This is an optimization exercise on Yosys and OpenROAD, whose aim is small area, a short achievable clock period and few clock cycles, not a production implementation.
Only simulation tests tie the RTL to the original design; equivalence was not proved.
Power and IR drop assume default switching activity.

==> flow/design.v (outline; a module is shown in full before it is edited, if it fits) <==
// module alu_arbiter: 990 lines
module alu_arbiter #(
  parameter int MUL_LAT = 3
) (
  input  logic        clk,
  input  logic        reset,
  input  logic        i_reqA_valid,
  input  logic        i_reqB_valid,
  output logic        o_reqA_ready,
  output logic        o_reqB_ready,
  input  logic [31:0] i_reqA_op1,
  input  logic [31:0] i_reqA_op2,
  input  logic [31:0] i_reqB_op1,
  input  logic [31:0] i_reqB_op2,
  input  logic [3:0]  i_reqA_sel,
  input  logic [3:0]  i_reqB_sel,
  output logic        o_rsp_valid,
  input  logic        i_rsp_ready,
  output logic        o_rsp_id,
  output logic [31:0] o_rsp_data,
  output logic        o_rsp_zflag,
  output logic        o_busy
);
  // ...
==> flow/flow/run.sh <==
#!/bin/bash
# Standard ORFS layout with two changes:
#  - after the standard synthesis, polarity.py removes inverters (it picks the
#    polarity of each full adder and XOR gate, both of which can absorb an
#    inversion, and splits half adders whose inputs are both inverted);
#    registers, ports and all other cells are unchanged;
#  - the port buffers are buf_1 cells (the resizer may upsize them) instead
#    of the default delay-buffer cell.
set -euo pipefail
R=orfs/results/${FLOW_PLATFORM}/alu_arbiter/base
bash standard.sh synth > log_synth.txt 2>&1
python3 flow/polarity.py $R/1_2_yosys.v $R/1_2_yosys.pol.v > log_polarity.txt 2>&1
mv $R/1_2_yosys.pol.v $R/1_2_yosys.v
rm -f $R/1_synth.odb $R/1_synth.sdc
bash standard.sh BUFFER_PORTS_ARGS="-buffer_cell sky130_fd_sc_hd__buf_1" finish > log_layout.txt 2>&1
==> flow/flow/polarity.py <==
#!/usr/bin/env python3
"""Remove inverters from a Yosys/ABC gate netlist of sky130hd cells without
touching its registers or ports.

  * A full adder is self-dual: FA(~a, ~b, ~c) = (~sum, ~carry), so each
    full-adder cell may be used in inverted form.
  * An XOR/XNOR gate absorbs an inversion of any input or of its output by
    swapping xor2 <-> xnor2 (same size).
  * A half adder whose two inputs both come through inverters computes
    (x ^ y, ~(x | y)): it becomes an xor2 and a nor2 of x and y.

The script picks the polarity of every full adder and XOR gate so that as few
signals as possible need an inverter, then rebuilds the inverters (one per
signal that needs its complement).  Registers, ports and all other cells stay
as they are.

usage: polarity.py IN.v OUT.v
"""
import random
import re
import sys
from collections import defaultdict

P = "sky130_fd_sc_hd__"
FA_RE = re.compile(P + r"fa_\d+$")
HA_RE = re.compile(P + r"ha_\d+$")
XOR_RE = re.compile(P + r"x(n?)or2_(\d+)$")
INV_RE = re.compile(P + r"(inv|clkinv)_\d+$")
OUT_PINS = {"X", "Y", "Q", "Q_N", "SUM", "COUT", "HI", "LO"}

src = open(sys.argv[1]).read()
inst_re = re.compile(r"^  (" + P + r"\w+) (\S+) \((.*?)\n  \);\n", re.S | re.M)

cells = {}
order = []
spans = {}
for m in inst_re.finditer(src):
    typ, name, body = m.group(1), m.group(2), m.group(3)
    pins = {}
    for pm in re.finditer(r"\.(\w+)\(([^()]*)\)", body):
        pins[pm.group(1)] = pm.group(2).strip()
    cells[name] = [typ, pins]
    order.append(name)
    spans[name] = (m.start(), m.end())

ports = set()
for m in re.finditer(r"^\s*(input|output)\s+(\[[^\]]*\]\s*)?(\S+);", src, re.M):
    ports.add(m.group(3))


def is_port_net(n):
    return n.split("[")[0].strip() in ports or n in ports


k = [0]


def fresh(prefix):
    k[0] += 1
    return f"_pol_{prefix}{k[0]}_"


new_wires = []
added = {}          # new cells: name -> [type, pins]


def maps():
    driver, loads = {}, defaultdict(list)
    for name, (typ, pins) in list(cells.items()) + list(added.items()):
        for p, n in pins.items():
            if p in OUT_PINS:
                driver[n] = name
            else:
                loads[n].append((name, p))
    return driver, loads


def allcells():
    return {**cells, **added}


# ---- half adders with both inputs inverted -> xor2 + nor2
driver, loads = maps()
n_ha = 0
for name in list(cells):
    typ, pins = cells[name]
    if not HA_RE.match(typ):
        continue
    da, db = driver.get(pins["A"]), driver.get(pins["B"])
    if not (da and db and INV_RE.match(allcells()[da][0]) and INV_RE.match(allcells()[db][0])):
        continue
    x = allcells()[da][1]["A"]
    y = allcells()[db][1]["A"]
    cells[name] = [P + "xor2_1", {"A": x, "B": y, "X": pins["SUM"]}]
    added[fresh("nor")] = [P + "nor2_1", {"A": x, "B": y, "Y": pins["COUT"]}]
    n_ha += 1

# ---- signal model
cellsall = allcells()
driver, loads = maps()
inv_cells = {n for n, (t, _) in cellsall.items() if INV_RE.match(t)}


def root_of(net):
    par = 0
    for _ in range(16):
        d = driver.get(net)
        if d is None or d not in inv_cells:
            break
        net = cellsall[d][1]["A"]
        par ^= 1
    return net, par


req = defaultdict(list)       # root -> [cell, pin, parity]
for name, (typ, pins) in cellsall.items():
    if name in inv_cells:
        continue
    for p, n in pins.items():
        if p in OUT_PINS:
            continue
        r, par = root_of(n)
        req[r].append([name, p, par])

# roots whose inverter tree drives a port (or that are ports) stay as they are
fixed = set()
for n in list(driver):
    if is_port_net(n):
        fixed.add(root_of(n)[0])
for r in req:
    if is_port_net(r):
        fixed.add(r)

kind = {}
for name, (typ, _) in cellsall.items():
    if FA_RE.match(typ):
        kind[name] = "fa"
    elif XOR_RE.match(typ):
        kind[name] = "x"
flip = {n: 0 for n in kind}

drv_var = {}                  # root -> cell whose flip inverts it
for n, kd in kind.items():
    pins = cellsall[n][1]
    for p in (("SUM", "COUT") if kd == "fa" else ("X", "Y")):
        if p in pins:
            drv_var[pins[p]] = n
in_roots = defaultdict(set)   # cell -> roots feeding it
for r, L in req.items():
    for c, p, par in L:
        if c in kind:
            in_roots[c].add(r)

blocked = set()
for n, kd in kind.items():
    outs = [r for r, c in drv_var.items() if c == n]
    if any(r in fixed or r not in req for r in outs):
        blocked.add(n)
    if kd == "fa" and any(r in fixed for r in in_roots[n]):
        blocked.add(n)


def need(r, c, par):
    """does this load want the complement of root r's current value?"""
    if kind.get(c) == "x":
        return 0
    e = par
    if kind.get(c) == "fa" and flip[c]:
        e ^= 1
    d = drv_var.get(r)
    if d is not None and flip[d]:
        e ^= 1
    return e


def cost(r):
    for c, p, par in req[r]:
        if need(r, c, par):
            return 1
    return 0


def affected(n):
    rs = {r for r, c in drv_var.items() if c == n and r in req}
    if kind[n] == "fa":
        rs |= in_roots[n]
    return rs


# out-roots per variable (for speed)
outs_of = defaultdict(list)
for r, c in drv_var.items():
    if r in req:
        outs_of[c].append(r)


def affected_fast(n):
    rs = set(outs_of[n])
    if kind[n] == "fa":
        rs |= in_roots[n]
    return rs


free = [n for n in kind if n not in blocked]
before = sum(cost(r) for r in req)


def try_flip(n):
    rs = affected_fast(n)
    c0 = sum(cost(r) for r in rs)
    flip[n] ^= 1
    c1 = sum(cost(r) for r in rs)
    return c1 - c0


for _ in range(30):
    ch = 0
    for n in free:
        d = try_flip(n)
        if d < 0:
            ch += 1
        else:
            flip[n] ^= 1
    if not ch:
        break

# simulated annealing from the greedy result
rng = random.Random(1)
cur = sum(cost(r) for r in req)
best, best_flip = cur, dict(flip)
T = 1.0
steps = 40000
for s in range(steps):
    T = 1.0 * (1 - s / steps) + 0.02
    n = rng.choice(free)
    d = try_flip(n)
    if d <= 0 or rng.random() < pow(2.718, -d / T):
        cur += d
        if cur < best:
            best, best_flip = cur, dict(flip)
    else:
        flip[n] ^= 1
flip.update(best_flip)
after = sum(cost(r) for r in req)
print(f"polarity: {n_ha} half adders split; {sum(flip[n] for n in kind if kind[n]=='fa')} "
      f"full adders and {sum(flip[n] for n in kind if kind[n]=='x')} xor gates inverted; "
      f"signals needing a complement {before} -> {after}", file=sys.stderr)

# ---- rebuild the inverters of every root with a changed or inverted load
del_cells = set()
xor_par = defaultdict(int)    # xor cell -> polarity change
for n in kind:
    if kind[n] == "x" and flip[n]:
        xor_par[n] ^= 1

rebuild = set()
for r, L in req.items():
    if r in fixed:
        continue
    d = drv_var.get(r)
    if (d is not None and flip[d]) or any(par or (c in kind and flip[c]) for c, p, par in L):
        rebuild.add(r)

for r in rebuild:
    invs = [c for (c, p) in loads.get(r, []) if c in inv_cells]
    inv_type = cellsall[invs[0]][0] if invs else P + "inv_1"
    stack = list(invs)
    while stack:
        c = stack.pop()
        if c in del_cells:
            continue
        del_cells.add(c)
        on = cellsall[c][1]["Y"]
        assert not is_port_net(on), on
        stack.extend(x for (x, p) in loads.get(on, []) if x in inv_cells)
    inv_net = None
    d = drv_var.get(r)
    rflip = 1 if (d is not None and flip[d]) else 0
    for ent in req[r]:
        c, p, par = ent
        if kind.get(c) == "x":
            # connect straight to the root; the gate absorbs the difference
            xor_par[c] ^= par ^ rflip
            cellsall[c][1][p] = r
            continue
        if need(r, c, par):
            if inv_net is None:
                inv_net = fresh("n")
                new_wires.append(inv_net)
                added[fresh("inv")] = [inv_type, {"A": r, "Y": inv_net}]
                cellsall = allcells()
            cellsall[c][1][p] = inv_net
        else:
            cellsall[c][1][p] = r

for c, v in xor_par.items():
    if v:
        typ = cellsall[c][0]
        m = XOR_RE.match(typ)
        newt = P + ("xor2_" if m.group(1) else "xnor2_") + m.group(2)
        pins = cellsall[c][1]
        if m.group(1):          # xnor2 (output Y) -> xor2 (output X)
            pins["X"] = pins.pop("Y")
        else:
            pins["Y"] = pins.pop("X")
        cellsall[c][0] = newt
        if c in cells:
            cells[c][0] = newt
        else:
            added[c][0] = newt


def esc(n):
    return n + " " if n.startswith("\\") else n


def emit(typ, name, pins):
    body = ",\n".join(f"    .{p}({esc(n)})" for p, n in pins.items())
    return f"  {typ} {name} (\n{body}\n  );\n"


out = []
pos = 0
for name in order:
    s, e = spans[name]
    out.append(src[pos:s])
    pos = e
    if name in del_cells:
        continue
    out.append(emit(cells[name][0], name, cells[name][1]))
    if name == order[-1]:
        for nn, (t, pins2) in added.items():
            if nn not in del_cells:
                out.append(emit(t, nn, pins2))
out.append(src[pos:])
text = "".join(out)
idx = text.index("  wire ")
text = text[:idx] + "".join(f"  wire {w};\n" for w in new_wires) + text[idx:]
open(sys.argv[2], "w").write(text)
n_inv_before = len(inv_cells)
n_inv_after = n_inv_before - len(del_cells & inv_cells) + sum(1 for nn in added if INV_RE.match(added[nn][0]) and nn not in del_cells)
print(f"polarity: inverters {n_inv_before} -> {n_inv_after}", file=sys.stderr)
==> flow/standard.sh <==
#!/bin/bash
# synth_recipe.tcl (not shown) runs the flow's synth.tcl, then flattens the netlist and writes it again
# the make line also repeats each setting of config.mk as NAME=value (left out here)
make -C /OpenROAD-flow-scripts/flow DESIGN_CONFIG=/design/flow/config.mk WORK_HOME=/design/flow/orfs CLKGATE_MAP_FILE= SYNTH_SCRIPT=/design/flow/synth_recipe.tcl "${@:-finish}"
==> flow/config.mk <==
export PLATFORM = sky130hd
export DESIGN_NAME = alu_arbiter
export DESIGN_NICKNAME = alu_arbiter
export VERILOG_FILES = /design/flow/design.v
export SDC_FILE = /design/flow/constraint.sdc
export NUM_CORES = 4
export LEC_CHECK = 0
export ABC_AREA = 1
export ABC_CLOCK_PERIOD_IN_PS = 4700
export CAP_MARGIN = 20
export CORE_MARGIN = 2
export CORE_UTILIZATION = 40
export GPL_ROUTABILITY_DRIVEN = 0
export PLACE_DENSITY = 0.6
export SETUP_SLACK_MARGIN = 4.8
export SLEW_MARGIN = 20
==> flow/constraint.sdc <==
create_clock -name core_clock -period 9.5 [get_ports {clk}]
set_input_delay 1.9000 -clock core_clock [delete_from_list [all_inputs] [get_ports {clk}]]
set_output_delay 1.9000 -clock core_clock [all_outputs]
set_load 0.01 [all_outputs]
==> flow_metrics.env, run 1 <==
export IMPL_dpl_cell_count=3223
export IMPL_clk_pin_slew_ns=0.07
export IMPL_buffer_area_share_pct=4.77
export IMPL_drive_gt1_share_pct=11.6
export IMPL_taps=688
export IMPL_largest_class="multi-input gates"
export IMPL_core_area_sq_um=52300
export IMPL_syn_nets=2951
export IMPL_fin_tns_setup_ns=0
export IMPL_netlist_instances=2479
export IMPL_final_common_cell="nand2_1"
export IMPL_rsz0062_at_grt="true"
export IMPL_netlist_area_sq_um=21100
export IMPL_p_clk_share_pct=7.9
export IMPL_syn_avg_cell_area_sq_um=8.50
export IMPL_cp_startpoint="i_rsp_ready"
export IMPL_viasPerCell=5.69
export IMPL_cts_made_buffers=17
export IMPL_arrival_ns=2.79
export IMPL_io_buffer_count=178
export IMPL_p_leak_nw=11.2
export IMPL_grt_start_max_net_pins=82
export IMPL_reg_top3="ay1 (32), ma (32)"
export IMPL_cts_tree="yes"
export IMPL_pwr_share_seq_pct=18.7
export IMPL_status="timing/DRC/antenna clean"
export IMPL_p_switching_mw=4.78
export IMPL_vias=18700
export IMPL_cp_slowest_cell="a2111oi_4"
export IMPL_path_max_fanout=3
export IMPL_design_seq_count=185
export IMPL_critPathLaunchType="input port"
export IMPL_place_area_sq_um=22100
export IMPL_antenna_found_initial=5
Testbench counts, summed over its fixed seeds: cycles 2,416.
==> run 2: changes to the inputs <==
--- a/flow/config.mk
+++ b/flow/config.mk
@@ -12,4 +12,2 @@
 export CORE_UTILIZATION = 40
-export GPL_ROUTABILITY_DRIVEN = 0
-export PLACE_DENSITY = 0.6
 export SETUP_SLACK_MARGIN = 4.8
==> run 2 against run 1 <==
Worst setup slack better by 0.064 ns. Global-route usage increased by 1.8 points. Critical path depth unchanged. Still clean. Critical path type unchanged.
==> flow_metrics.env, run 2 <==
export IMPL_status="timing/DRC/antenna clean"
export IMPL_combPwrFrac_pct=73.1
export IMPL_htreeDepth=4
export IMPL_dr_pass1_iters=5
export IMPL_viasPerCell=5.67
export IMPL_fin_tns_setup_ns=0
export IMPL_netlist_area_sq_um=21100
export IMPL_clock_tree_root_cell="clkbuf_16"
export IMPL_drc_errors=0
export IMPL_antenna_found_initial=2
export IMPL_grtUsageTotal_pct=27.7
export IMPL_arrival_ns=2.72
export IMPL_yosysWarnings=1
export IMPL_dieHeight_um=234
export IMPL_wirelength_um=75400
export IMPL_fin_nets=3080
export IMPL_top_layer_used="met4"
export IMPL_cap_viol_max_count=0
export IMPL_cts_made_buffers=17
export IMPL_hp_class="register to register"
export IMPL_clock_path_buffers=2
export IMPL_clkSinkCount=185
export IMPL_postRouteAntennaNets=0
export IMPL_max_freq_mhz=216
export IMPL_clock_skew_ns=0.0138
export IMPL_critPathKind="input port to output port"
export IMPL_fp_dieW_um=234
export IMPL_timing_hold_ws_ns=0.435
export IMPL_wl_met1_um=31000
export IMPL_core_area_sq_um=52300
export IMPL_clk_pin_slew_ns=0.07
export IMPL_fin_crit_sh_pct=48.7
export IMPL_reg_top3="ay1 (32), ma (32)"
export IMPL_syn_nets=2951
export IMPL_grt_start_max_net_pins=82
export IMPL_crit_path_end_kind="output port"
export IMPL_p_leak_nw=11.4
export IMPL_netlist_instances=2479
export IMPL_syn_avg_cell_area_sq_um=8.50
export IMPL_cts_tree="yes"
export IMPL_drtIter0Drc=1617
export IMPL_wl_met2_um=34700
export IMPL_cp_slowest_cell="a2111oi_4"
export IMPL_tightestPinTransition_ns=1.13
export IMPL_place_gp_congestion=0.920
export IMPL_intPower_mw=4.04
export IMPL_drive_gt1_share_pct=12.7
export IMPL_hold_viol_final=0
export IMPL_dr_wl_met3_um=5740
export IMPL_dp_hpwl_um=56500
export IMPL_start_util_pct=40.3
export IMPL_final_common_cell="nand2_1"
export IMPL_swShare_pct=54.6
export IMPL_rsz0062_at_grt="true"
export IMPL_final_cell_mix="nand2_1, o22ai_1, xor2_1"
export IMPL_io_pin_count=179
export IMPL_p_clk_share_pct=8.4
export IMPL_grt_pass1_vias=19000
export IMPL_vias=18800
export IMPL_critPathLaunchType="input port"
export IMPL_p_switching_mw=4.86
export IMPL_dieArea_sq_um=54600
export IMPL_fin_crit_ns=4.62
export IMPL_critPathBufInv=3
export IMPL_antenna_cells=0
export IMPL_cp_cell_sequence="buf_1, nor2_1, nor3_1, inv_1, a2111oi_4, buf_2"
export IMPL_overflow=0
export IMPL_pwr_share_seq_pct=18.5
export IMPL_io_buffer_count=178
export IMPL_required_ns=7.60
export IMPL_syn2layout_area_growth_pct=12.7
export IMPL_powerDensity_nw_per_um2=375
export IMPL_grt_pass1_wl_um=113000
export IMPL_rows=84
export IMPL_setup_viol_count_final=0
export IMPL_critPathMaxStageDelay_ns=0.23
export IMPL_path_max_fanout=3
export IMPL_peakVddDrop_mv=0.303
export IMPL_maxSlewViolCount=0
export IMPL_clkLatencyLatePin_ns=0.47
export IMPL_drt_wirelength_per_cell_um=22.8
export IMPL_slew_headroom_pct=24.7
export IMPL_cp_top_family="buffers and inverters"
[run 2: what timing repair did]
action,CTS,global route
pin swaps,7,10
endpoints found under the setup margin,33,26
resized for setup,39,68
hold buffers,0,0
gates cloned,2,2
setup buffers,22,24
[run 2: worst paths after layout]
| check | cells after the start | slack [ns] | from | endpoint |
|---|---|---|---|---|
| worst max-delay path | 6 | 4.88 | i_rsp_ready | o_reqB_ready |
| worst min-delay path | 0 | 0.43 | cin1 | cin2 |
| worst max register to register | 9 | 4.90 | ma[13] | r29_0 |
| worst min register to register | 0 | 0.43 | cin1 | cin2 |
| max in group asynchronous | 2 | 8.00 | reset | last_b |
| min in group asynchronous | 2 | 1.28 | reset | v2 |
[run 2: area by class of cell]
cell class	count	area, sq um
clock buffers	19	464
clock inverters	13	150
fillers	5193	28600
inverters	250	996
multi-input cells	1900	15600
flip-flops and latches	185	4400
well taps	688	861
repair buffers	250	1240
repair inverters	4	20.0
[run 2: worst reg2reg max path: cells and delay by family, from the launching register on]
family	cells	cell delay, ns
adders and majority gates	5	2.38
buffers and inverters	1	0.68
AOI/OAI and AO/OA	1	0.48
DFF	1	0.38
and+or+nand+nor	1	0.30
xor gates and xnor gates	1	0.15
[run 2: stage by stage]
step	cells	util (%)	setup WS [ns]	area, sq um	total power, mW
2_1_floorplan	2479	-	4.92	21100	5.87
3_3_place_gp	3226	42.3	4.67	22100	7.57
3_5_place_dp	3226	42.3	4.57	22100	7.76
4_1_cts	3282	44.3	4.77	23200	8.65
5_1_grt	3309	45.4	4.78	23700	9.68
6_report	3309	45.4	4.88	23700	8.90
[run 2: metal layers]
metal	vias to the layer above	GRT usage, %
met4	0	13.8
met5	-	0
met3	201	5.21
li1	8535	-
met2	913	45.3
met1	9116	35.1
[run 2: power by group through the flow]
| stage | Sequential [mW] | Combinational, mW | Clock [mW] |
|---|---|---|---|
| 3_5_place_dp | 1.59 | 6.17 | 0 |
| 3_3_place_gp | 1.57 | 6.00 | 0 |
| 6_report | 1.65 | 6.51 | 0.744 |
| 4_1_cts | 1.61 | 6.29 | 0.755 |
| 5_1_grt | 1.67 | 7.22 | 0.784 |
| 2_1_floorplan | 1.44 | 4.43 | 0 |
==> run 3: changes to the inputs <==
--- a/flow/flow/polarity.py
+++ b/flow/flow/polarity.py
@@ -265,3 +265,2 @@
     invs = [c for (c, p) in loads.get(r, []) if c in inv_cells]
-    inv_type = cellsall[invs[0]][0] if invs else P + "inv_1"
     stack = list(invs)
@@ -275,5 +274,5 @@
         stack.extend(x for (x, p) in loads.get(on, []) if x in inv_cells)
-    inv_net = None
     d = drv_var.get(r)
     rflip = 1 if (d is not None and flip[d]) else 0
+    inv_loads = []
     for ent in req[r]:
@@ -286,10 +285,15 @@
         if need(r, c, par):
-            if inv_net is None:
-                inv_net = fresh("n")
-                new_wires.append(inv_net)
-                added[fresh("inv")] = [inv_type, {"A": r, "Y": inv_net}]
-                cellsall = allcells()
-            cellsall[c][1][p] = inv_net
+            inv_loads.append((c, p))
         else:
             cellsall[c][1][p] = r
+    # one inverter per group of at most 8 loads, sized by its load count
+    for g in range(0, len(inv_loads), 8):
+        grp = inv_loads[g:g + 8]
+        inv_net = fresh("n")
+        new_wires.append(inv_net)
+        size = 1 if len(grp) <= 2 else (2 if len(grp) <= 5 else 4)
+        added[fresh("inv")] = [P + f"inv_{size}", {"A": r, "Y": inv_net}]
+        for c, p in grp:
+            cellsall[c][1][p] = inv_net
+    cellsall = allcells()
 
==> run 3 against run 2 <==
Core utilization shrank 0.091 points. Synthesized area increased by 0.68%. Highest routed layer unchanged. Routed wire length rose by 0.25%. Largest cell class unchanged. Worst setup slack improved by 0.019 ns. Critical path type is now register to output port.
==> flow_metrics.env, run 3 <==
export IMPL_status="timing/DRC/antenna clean"
export IMPL_hold_buffers=0
export IMPL_p_switching_mw=4.89
export IMPL_final_setup_worst_slack_ns=4.90
export IMPL_hold_viol_final=0
export IMPL_drc_errors=0
export IMPL_syn_avg_cell_area_sq_um=8.51
export IMPL_grt_pass1_vias=19100
export IMPL_tightestPinTransition_ns=1.12
export IMPL_p_clk_share_pct=8.6
export IMPL_required_ns=7.60
export IMPL_reg_top3="ay1 (32), ma (32)"
export IMPL_combPwrFrac_pct=72.6
export IMPL_place_gp_congestion=0.958
export IMPL_top_layer_used="met4"
export IMPL_yosysWarnings=1
export IMPL_antenna_cells=0
export IMPL_arrival_ns=2.70
export IMPL_overflow=0
export IMPL_fin_crit_sh_pct=48.5
export IMPL_wl_met2_um=34900
export IMPL_core_area_sq_um=52600
export IMPL_postRouteAntennaNets=0
export IMPL_path_max_fanout=4
export IMPL_final_common_cell="nand2_1"
export IMPL_vias=18900
export IMPL_fin_tns_setup_ns=0
export IMPL_peakVddDrop_mv=0.245
export IMPL_rsz0062_at_grt="true"
export IMPL_clkSinkCount=185
export IMPL_powerDensity_nw_per_um2=374
export IMPL_grt_pass1_wl_um=113000
export IMPL_clk_pin_slew_ns=0.08
export IMPL_maxSlewViolCount=0
export IMPL_dieArea_sq_um=54900
export IMPL_netlist_instances=2493
export IMPL_cts_tree="yes"
export IMPL_drive_gt1_share_pct=14.3
export IMPL_slew_headroom_pct=25.1
export IMPL_fill_cells=5183
export IMPL_clock_path_buffers=2
export IMPL_cts_made_buffers=17
export IMPL_io_pin_count=179
export IMPL_dr_wl_met3_um=6410
export IMPL_fin_crit_ns=4.60
export IMPL_critPathKind="register to output port"
export IMPL_pwr_share_seq_pct=18.8
export IMPL_dpl_cell_count=3231
export IMPL_final_cell_mix="nand2_1, o22ai_1, xor2_1"
export IMPL_syn_nets=2965
export IMPL_io_buffer_count=178
export IMPL_antenna_found_initial=0
export IMPL_dieHeight_um=234
export IMPL_multi_input_area_sq_um=15600
export IMPL_setup_viol_count_final=0
export IMPL_swShare_pct=55.0
export IMPL_fin_nets=3087
export IMPL_clock_tree_root_cell="clkbuf_16"
export IMPL_timing_hold_ws_ns=0.429
export IMPL_htreeDepth=4
export IMPL_final_cells=3316
export IMPL_p_total_mw=8.89
export IMPL_dp_slack_ns=4.58
export IMPL_rows=84
export IMPL_critPathLaunchType="register"
export IMPL_clock_skew_ns=0.0217
export IMPL_grt_start_max_net_pins=73
export IMPL_viasPerCell=5.68
export IMPL_start_util_pct=40.4
export IMPL_netlist_area_sq_um=21200
export IMPL_grtUsageTotal_pct=27.8
export IMPL_syn2layout_area_growth_pct=12.1
export IMPL_r2r_slack_ns=4.93
export IMPL_dr_pass1_iters=7
export IMPL_wirelength_um=75600
export IMPL_wl_met1_um=30200
export IMPL_drt_wirelength_per_cell_um=22.8
export IMPL_intPower_mw=4.00
export IMPL_dp_hpwl_um=56300
export IMPL_cap_viol_max_count=0
export IMPL_register_area_sq_um=4400
export IMPL_clkLatencyLatePin_ns=0.49
export IMPL_crit_path_end_kind="output port"
export IMPL_max_freq_mhz=217
export IMPL_p_leak_nw=11.4
export IMPL_drtIter0Drc=1822
export IMPL_hp_class="register to register"
export IMPL_fp_dieW_um=234
[run 3: changes by cell type in the layout (fill, tap and decap cells not counted), moves of 3 or more]
| cell | before | now |
|---|---|---|
| inv_2 | 20 | 48 |
| inv_12 | 1 | 4 |
| clkinvlp_4 | 14 | 7 |
| clkinv_1 | 8 | 0 |
| inv_4 | 2 | 37 |
| inv_1 | 206 | 172 |
| buf_4 | 69 | 66 |
[run 3: worst paths after layout]
kind / start / endpoint / cells past startpoint
worst max-delay path: r9_1 / o_rsp_zflag / 9
worst min-delay path: cin1 / cin2 / 0
worst max register to register: bt[5] / r30_0 / 10
worst min register to register: cin1 / cin2 / 0
max in group asynchronous: reset / last_b / 2
min in group asynchronous: reset / pick / 2
[run 3: layout make-up]
| class | count | share of cell area (%) |
|---|---|---|
| multi-input combinational | 1900 | 65.5 |
| sequential | 185 | 18.5 |
| timing repair buffer | 245 | 4.98 |
| inverter | 264 | 4.66 |
| tap | 688 | 3.62 |
| clock buffer | 17 | 1.79 |
| clock inverter | 15 | 0.878 |
| timing repair inverter | 2 | 0.0421 |
[run 3: power groups by stage]
stage | registers, mW | clock network (mW) | logic, mW
floorplan | 1.47 | 0 | 4.46
global placement | 1.60 | 0 | 6.03
detailed placement | 1.61 | 0 | 6.18
CTS | 1.64 | 0.772 | 6.31
global route | 1.69 | 0.797 | 7.20
finish | 1.67 | 0.763 | 6.46
[run 3: worst max-delay path, stage by stage, from the launching register on]
cell	delay (ns)
edfxtp_1	0.49
xor2_4	0.23
buf_4	0.16
xnor2_1	0.16
a221oi_1	0.33
nand4_1	0.15
nor3_1	0.28
nand2_1	0.08
nor2_1	0.16
buf_1	0.18
[run 3: timing repair]
item                                    4_1_cts  5_1_grt
gates resized for setup                      39       51
cloned                                        1        1
buffers inserted                             21       30
pin swaps                                     8       11
endpoints found under the setup margin       33       24
[run 3: metal layers]
metal  up-vias  track usage, %
li1       8560               -
met1      9068            35.1
met2       996            45.3
met3       226            4.92
met4         0            14.8
met5         -               0
[run 3: stage by stage]
| stage | util [%] | instance area [sq um] |
|---|---|---|
| 2_1_floorplan | - | 21200 |
| 3_3_place_gp | 42.3 | 22200 |
| 3_5_place_dp | 42.3 | 22200 |
| 4_1_cts | 44.4 | 23300 |
| 5_1_grt | 45.3 | 23800 |
| 6_report | 45.3 | 23800 |
==> run 4: changes to the inputs <==
--- a/flow/flow/polarity.py
+++ b/flow/flow/polarity.py
@@ -31,3 +31,3 @@
 src = open(sys.argv[1]).read()
-inst_re = re.compile(r"^  (" + P + r"\w+) (\S+) \((.*?)\n  \);\n", re.S | re.M)
+inst_re = re.compile(r"^  (" + P + r"\w+) (\S+)\s+\((.*?)\n  \);\n", re.S | re.M)
 
@@ -263,3 +263,3 @@
 
-for r in rebuild:
+for r in sorted(rebuild):
     invs = [c for (c, p) in loads.get(r, []) if c in inv_cells]
@@ -342,2 +342,17 @@
 text = text[:idx] + "".join(f"  wire {w};\n" for w in new_wires) + text[idx:]
+# safety: every loaded net must have exactly one driver, else keep the input
+drv_cnt = defaultdict(int)
+loaded = set()
+for t, nm, b in re.findall(r"(" + P + r"\w+)\s+(\S+)\s*\((.*?)\);", text, re.S):
+    for p, net in re.findall(r"\.(\w+)\(([^)]*)\)", b):
+        net = net.strip()
+        if p in OUT_PINS:
+            drv_cnt[net] += 1
+        else:
+            loaded.add(net)
+bad = [n for n in loaded if drv_cnt[n] != 1 and not is_port_net(n) and not n.startswith("1'b")]
+bad += [n for n, v in drv_cnt.items() if v > 1]
+if bad:
+    print(f"polarity: netlist check failed ({bad[:5]}); keeping the input netlist", file=sys.stderr)
+    text = src
 open(sys.argv[2], "w").write(text)
==> run 4 against run 3 <==
Flip-flop and latch count unchanged. Core utilization down 0.064 points. Clock skew down 0.0077 ns. First-iteration DRC count down 7.2%. Maximum frequency about the same. Clock-buffer cell count up 1. Combinational power about the same. Sequential share of layout area about the same. Global-route usage about the same. Routed wire length up 0.35%. Critical path type is now input port to output port. Critical endpoint is now o_reqB_ready.
==> flow_metrics.env, run 4 <==
export IMPL_status="timing/DRC/antenna clean"
export IMPL_dieHeight_um=235
export IMPL_drive_gt1_share_pct=14.2
export IMPL_slew_headroom_pct=23.9
export IMPL_clkLatencyLatePin_ns=0.48
export IMPL_antenna_cells=0
export IMPL_grtUsageMet3_pct=6.12
export IMPL_drtIter0Drc=1690
export IMPL_final_setup_worst_slack_ns=4.90
export IMPL_htreeDepth=4
export IMPL_drt_wirelength_per_cell_um=22.9
export IMPL_cp_slowest_cell="a2111oi_4"
export IMPL_maxSlewViolCount=0
export IMPL_tightestPinTransition_ns=1.14
export IMPL_hp_class="register to register"
export IMPL_rows=84
export IMPL_viasPerCell=5.71
export IMPL_powerDensity_nw_per_um2=375
export IMPL_fin_crit_ns=4.60
export IMPL_io_pin_count=179
export IMPL_critPathKind="input port to output port"
export IMPL_clock_skew_ns=0.0140
export IMPL_rsz0062_at_grt="true"
export IMPL_clk_pin_slew_ns=0.08
export IMPL_yosysWarnings=1
export IMPL_vias=18900
export IMPL_wirelength_um=75900
export IMPL_max_freq_mhz=217
export IMPL_grt_pass1_vias=18800
export IMPL_grt_use_met1_pct=34.9
export IMPL_dp_slack_ns=4.56
export IMPL_critPathLaunchType="input port"
export IMPL_fp_dieW_um=235
export IMPL_crit_path_end_kind="output port"
export IMPL_finish_utilization_pct=45.2
export IMPL_syn_avg_cell_area_sq_um=8.50
export IMPL_cp_cell_sequence="buf_1, nor2_4, nor3_2, inv_2, a2111oi_4, buf_2"
export IMPL_postLayoutCellArea_sq_um=23800
export IMPL_io_buffer_count=178
export IMPL_r2r_slack_ns=4.94
export IMPL_grt_pass1_wl_um=114000
export IMPL_p_total_mw=8.92
export IMPL_final_cell_mix="nand2_1, o22ai_1, xor2_1"
export IMPL_cts_tree="yes"
export IMPL_grtUsageTotal_pct=27.8
export IMPL_overflow=0
export IMPL_start_util_pct=40.5
export IMPL_required_ns=7.60
export IMPL_timing_hold_ws_ns=0.455
export IMPL_antenna_found_initial=1
export IMPL_clock_path_buffers=2
export IMPL_fin_crit_sh_pct=48.4
export IMPL_setup_viol_count_final=0
export IMPL_fin_tns_setup_ns=0
export IMPL_syn_nets=2973
export IMPL_place_area_sq_um=22300
export IMPL_grt_start_max_net_pins=82
export IMPL_reg_top3="ay1 (32), ma (32)"
export IMPL_p_leak_nw=11.3
export IMPL_final_common_cell="nand2_1"
export IMPL_place_gp_congestion=0.973
export IMPL_fin_nets=3087
export IMPL_hold_viol_final=0
export IMPL_postRouteAntennaNets=0
export IMPL_top_usage_layer="met2"
export IMPL_cap_viol_max_count=0
export IMPL_core_area_sq_um=52600
export IMPL_final_cells=3316
export IMPL_dr_pass1_iters=8
export IMPL_path_max_fanout=3
export IMPL_peakVddDrop_mv=0.266
export IMPL_dpl_cell_count=3239
export IMPL_dp_hpwl_um=56700
export IMPL_clkSinkCount=185
export IMPL_critPathMaxStageDelay_ns=0.22
export IMPL_clock_tree_root_cell="clkbuf_16"
export IMPL_netlist_instances=2501
export IMPL_met2_usage_pct=45.4
export IMPL_syn2layout_area_growth_pct=11.7
export IMPL_cts_made_buffers=17
export IMPL_arrival_ns=2.70
export IMPL_dieArea_sq_um=55000
export IMPL_netlist_area_sq_um=21300
export IMPL_drc_errors=0
## run 4: area by class of cell
type                       count  area [sq um]
timing repair buffer         237          1130
inverter                     272          1140
timing repair inverter         1          5.00
fill                        5200         28800
clock buffer                  18           450
multi-input combinational   1901         15600
tap                          688           861
clock inverter                14           193
sequential                   185          4400
## run 4: final timing paths
kind,start,to,cells after the start
setup / recovery,i_rsp_ready,o_reqB_ready,6
hold / removal,cin1,cin2,0
setup reg to reg,bo[1],r30_0,10
hold reg to reg,cin1,cin2,0
max in group asynchronous,reset,last_b,2
min in group asynchronous,reset,v1,2
## run 4: report_power, final
| group | internal, mW | switching, mW | leakage [nW] |
|---|---|---|---|
| Clock | 0.419 | 0.367 | 0.316 |
| Combinational | 2.35 | 4.12 | 9.29 |
| Sequential | 1.29 | 0.378 | 1.74 |
| Total | 4.06 | 4.86 | 11.3 |
## run 4: timing repair
item | CTS | global route
cloned | 1 | 1
resized for setup | 36 | 50
pin swaps | 6 | 11
setup endpoints to repair | 31 | 23
setup buffers | 20 | 23
hold buffers | 0 | 0
## run 4: worst max-delay path, delay by kind of cell
kind,cells,cell delay [ns]
buffers and inverters,3,0.41
AOI/OAI and AO/OA,1,0.22
and+or+nand+nor,2,0.17
## run 4: routing by layer
metal / routed length (um) / up-vias
li1: - / 8566
met1: 30200 / 9093
met2: 34900 / 1065
met3: 7150 / 203
met4: 3620 / 2
met5: 13 / -

-- re-timing with driven ports --
In the flow no input, the clock included, has a driving cell. The finished layouts below were timed again as built, in two steps. Step 1: set_driving_cell puts a clkbuf_16 on clk and a buf_2 on each other input, an assumption about the parent block. Step 2 times the ports against the registers' clock, not the clock port: input delays grow and output delays shrink by t, the midpoint of the rising clock arrivals with the driver on. Slacks: ideal ports / drivers / drivers and shift; pairs: ideal ports / drivers.
run | t, ns | slack for setup (ns) | latest minus earliest clock arrival (ns) | worst register clock-pin slew, ns
run 1 | 0.522 | 4.814 / 4.762 / 4.762 | 0.021 / 0.021 | 0.09 / 0.09
run 2 | 0.522 | 4.878 / 4.853 / 4.793 | 0.016 / 0.015 | 0.09 / 0.09
run 3 | 0.541 | 4.897 / 4.840 / 4.904 | 0.022 / 0.022 | 0.10 / 0.10
run 4 | 0.533 | 4.901 / 4.873 / 4.877 | 0.015 / 0.014 | 0.08 / 0.08
After both steps setup and hold are still met in every run listed. For run 2, which loses most, drivers alone change the setup slack by -0.025 ns; drivers and shift together by -0.085 ns.
